From an optimization exercise on the open Yosys and OpenROAD flow, aimed at small area; shortcuts taken in it are not production practice.
Where RTL was checked, it was by simulation tests only, not by an equivalence proof against the original.
No activity file was given, so power comes from the tool's default toggle rates. The clock port is modelled as an ideal driver; clocking choices that lean on that would not hold on a real chip.

## job 7203
## spiMemorySlave
module spiMemorySlave
#(
    parameter int waitTime = 3
) (
    input  logic clk,
    input  logic arstN,
    input  logic sclk,
    input  logic csN,
    input  logic mosi,
    output logic miso,
    output logic misoOe
);
    localparam logic [2:0] stIdle      = 3'd0;
    localparam logic [2:0] stGetAddr   = 3'd1;
    localparam logic [2:0] stReadShift = 3'd2;
    localparam logic [2:0] stWrShift   = 3'd3;
    localparam logic [2:0] stWaitCs    = 3'd4;
    logic csClean;
    logic sclkRise;
    logic sclkFall;
    logic mosiClean;
    inputConditioner #(
        .waitTime  (waitTime),
        .resetLevel(1'b1)
    ) csCond (
        .clk        (clk),
        .arstN      (arstN),
        .noisy      (csN),
        .conditioned(csClean),
        .risingEdge (),
        .fallingEdge()
    );
    inputConditioner #(
        .waitTime  (waitTime),
        .resetLevel(1'b0)
    ) sclkCond (
        .clk        (clk),
        .arstN      (arstN),
        .noisy      (sclk),
        .conditioned(),
        .risingEdge (sclkRise),
        .fallingEdge(sclkFall)
    );
    inputConditioner #(
        .waitTime  (waitTime),
        .resetLevel(1'b0)
    ) mosiCond (
        .clk        (clk),
        .arstN      (arstN),
        .noisy      (mosi),
        .conditioned(mosiClean),
        .risingEdge (),
        .fallingEdge()
    );
    logic [2:0] state;
    logic [2:0] bitCnt;
    logic       shiftEn;
    logic       lastBit;
  ...
Size: ~1300 cells after synthesis, ~1100 flip-flops, about 7 I/O pins, ~0.024 sq mm of cells after synthesis.
Settings: LEC_CHECK=0, CAP_MARGIN=20, CORE_MARGIN=2, CORE_UTILIZATION=60, CTS_BUF_LIST=sky130_fd_sc_hd__clkbuf_16, CTS_CLUSTER_DIAMETER=40, CTS_CLUSTER_SIZE=30, SLEW_MARGIN=20; clock period 8.0 ns.
run.sh (not shown) runs the stock make flow with config.mk's settings and CLKGATE_MAP_FILE= SYNTH_SCRIPT=/design/flow/synth_recipe.tcl, a recipe that flattens the netlist after the stock synthesis.
Job 7203 | status: complete | timing, DRC, antenna: pass
Input changes introduced in job 9257 (baseline for comparison: job 7203):
- changing CTS_CLUSTER_DIAMETER from 40 to 50
- changing CTS_CLUSTER_SIZE from 30 to 24
- changing CORE_UTILIZATION from 60 to 40
Notes after the runs:
Job 9257: no failed stages, no open violations at the end. In job 9257 relative to job 7203, per-cell via count in the routed design had gone down by more than 10%. The higher overall routed net length came out of job 7203. Looking at global-route met1 utilization, job 9257 sits 7.8 points lower than job 7203 does. As far as non-clock buffering overhead in the final layout is concerned, job 9257 and job 7203 perform about the same. Worst clock skew, job 7203 and job 9257, higher one = job 9257. Clock-cell share of area sits lower in job 9257 than in job 7203.
No run of this note included a check of the RTL's function; only the layout flow was run.


Another version of the RTL of spiMemorySlave (not shown whole).
Size: roughly 1100 flip-flops, about 7 I/O pins, roughly 23000 um2 of cells after synthesis.
clock: 8.0 ns
lec_check: 0
cap_margin: 20
core_margin: 2
core_utilization: 40
slew_margin: 20
standard.sh (not shown) runs the stock make flow with config.mk's settings and CLKGATE_MAP_FILE= SYNTH_SCRIPT=/design/flow/synth_recipe.tcl, a recipe that flattens the netlist after the stock synthesis.
==> flow/flow/run.sh <==
#!/bin/bash
# standard layout, with the clock tree built without dummy loads
set -euo pipefail
export CTS_ARGS="-sink_clustering_enable -repair_clock_nets -dont_use_dummy_load -buf_list sky130_fd_sc_hd__clkbuf_16 -sink_clustering_size 36 -sink_clustering_max_diameter 80"
export BUFFER_PORTS_ARGS="-buffer_cell sky130_fd_sc_hd__buf_1"
bash standard.sh > standard_make.log 2>&1
Next try:
==> flow/flow/run.sh (replaced) <==
#!/bin/bash
# standard layout, with the clock tree built without dummy loads
set -euo pipefail
export CTS_ARGS="-sink_clustering_enable -repair_clock_nets -dont_use_dummy_load -buf_list sky130_fd_sc_hd__clkbuf_16 -sink_clustering_size 36 -sink_clustering_max_diameter 80"
bash standard.sh > standard_make.log 2>&1
The changed run passed the timing, design-rule and antenna checks.
Power barely changes.
Sequential cell count stays the same.
Die area stays the same.
Synthesized cell count is unchanged.
Final cell count hardly moves.
Next try:
==> flow/flow/run.sh (replaced) <==
#!/bin/bash
# standard layout, with the clock tree built without dummy loads
set -euo pipefail
export CTS_ARGS="-sink_clustering_enable -repair_clock_nets -dont_use_dummy_load -buf_list sky130_fd_sc_hd__clkbuf_16 -sink_clustering_size 36 -sink_clustering_max_diameter 80 -root_buf sky130_fd_sc_hd__clkbuf_8 -tree_buf sky130_fd_sc_hd__clkbuf_8 -sink_clustering_buffer sky130_fd_sc_hd__clkbuf_16"
export BUFFER_PORTS_ARGS="-buffer_cell sky130_fd_sc_hd__buf_1"
bash standard.sh > standard_make.log 2>&1
After rerunning:
- total power fell by 0.83%
- final cell count hardly moves
- hold slack improved by 20 ps
- sequential power stays flat
- design area fell by 0.39%
- register-to-register slack stays flat
- setup slack improved by 260 ps
- first-iteration DRC count fell by 26%

-- what the ideal ports hide --
Ports are ideal in the flow. The routed layouts listed here were re-timed in OpenROAD.
Step 1 (the two cells are an assumption about what drives the block):
set clk [get_ports {clk}]
set_driving_cell -lib_cell sky130_fd_sc_hd__clkbuf_16 $clk
set_driving_cell -lib_cell sky130_fd_sc_hd__buf_2 [delete_from_list [all_inputs] $clk]
Step 2 moves the port delays by t, midway between the first and last clock arrival at a register: inputs arrive t later, outputs are due t later. That takes back most of the time a late clock gives input paths.
Three values: no drivers, after step 1, after step 2; two values: the first two.
run	shift t [ns]	setup WS [ns]	worst hold slack (ns)	worst register clock-pin slew, ns	worst data-port slew with drivers (ns)
job 7203	0.645	4.921 / 4.867 / 5.512	0.304 / 0.304 / 0.304	0.08 / 0.08	0.03
job 9257	0.679	4.862 / 4.806 / 5.486	0.315 / 0.315 / 0.315	0.09 / 0.09	0.03
the first run of note 2	0.621	5.270 / 5.218 / 5.583	0.274 / 0.274 / 0.274	0.12 / 0.12	0.03
the second run of note 2	0.602	4.926 / 4.871 / 5.473	0.253 / 0.253 / 0.253	0.12 / 0.12	0.03
the third run of note 2	0.705	5.183 / 5.131 / 5.589	0.273 / 0.273 / 0.273	0.12 / 0.12	0.03
After both steps every run listed still meets setup and hold.
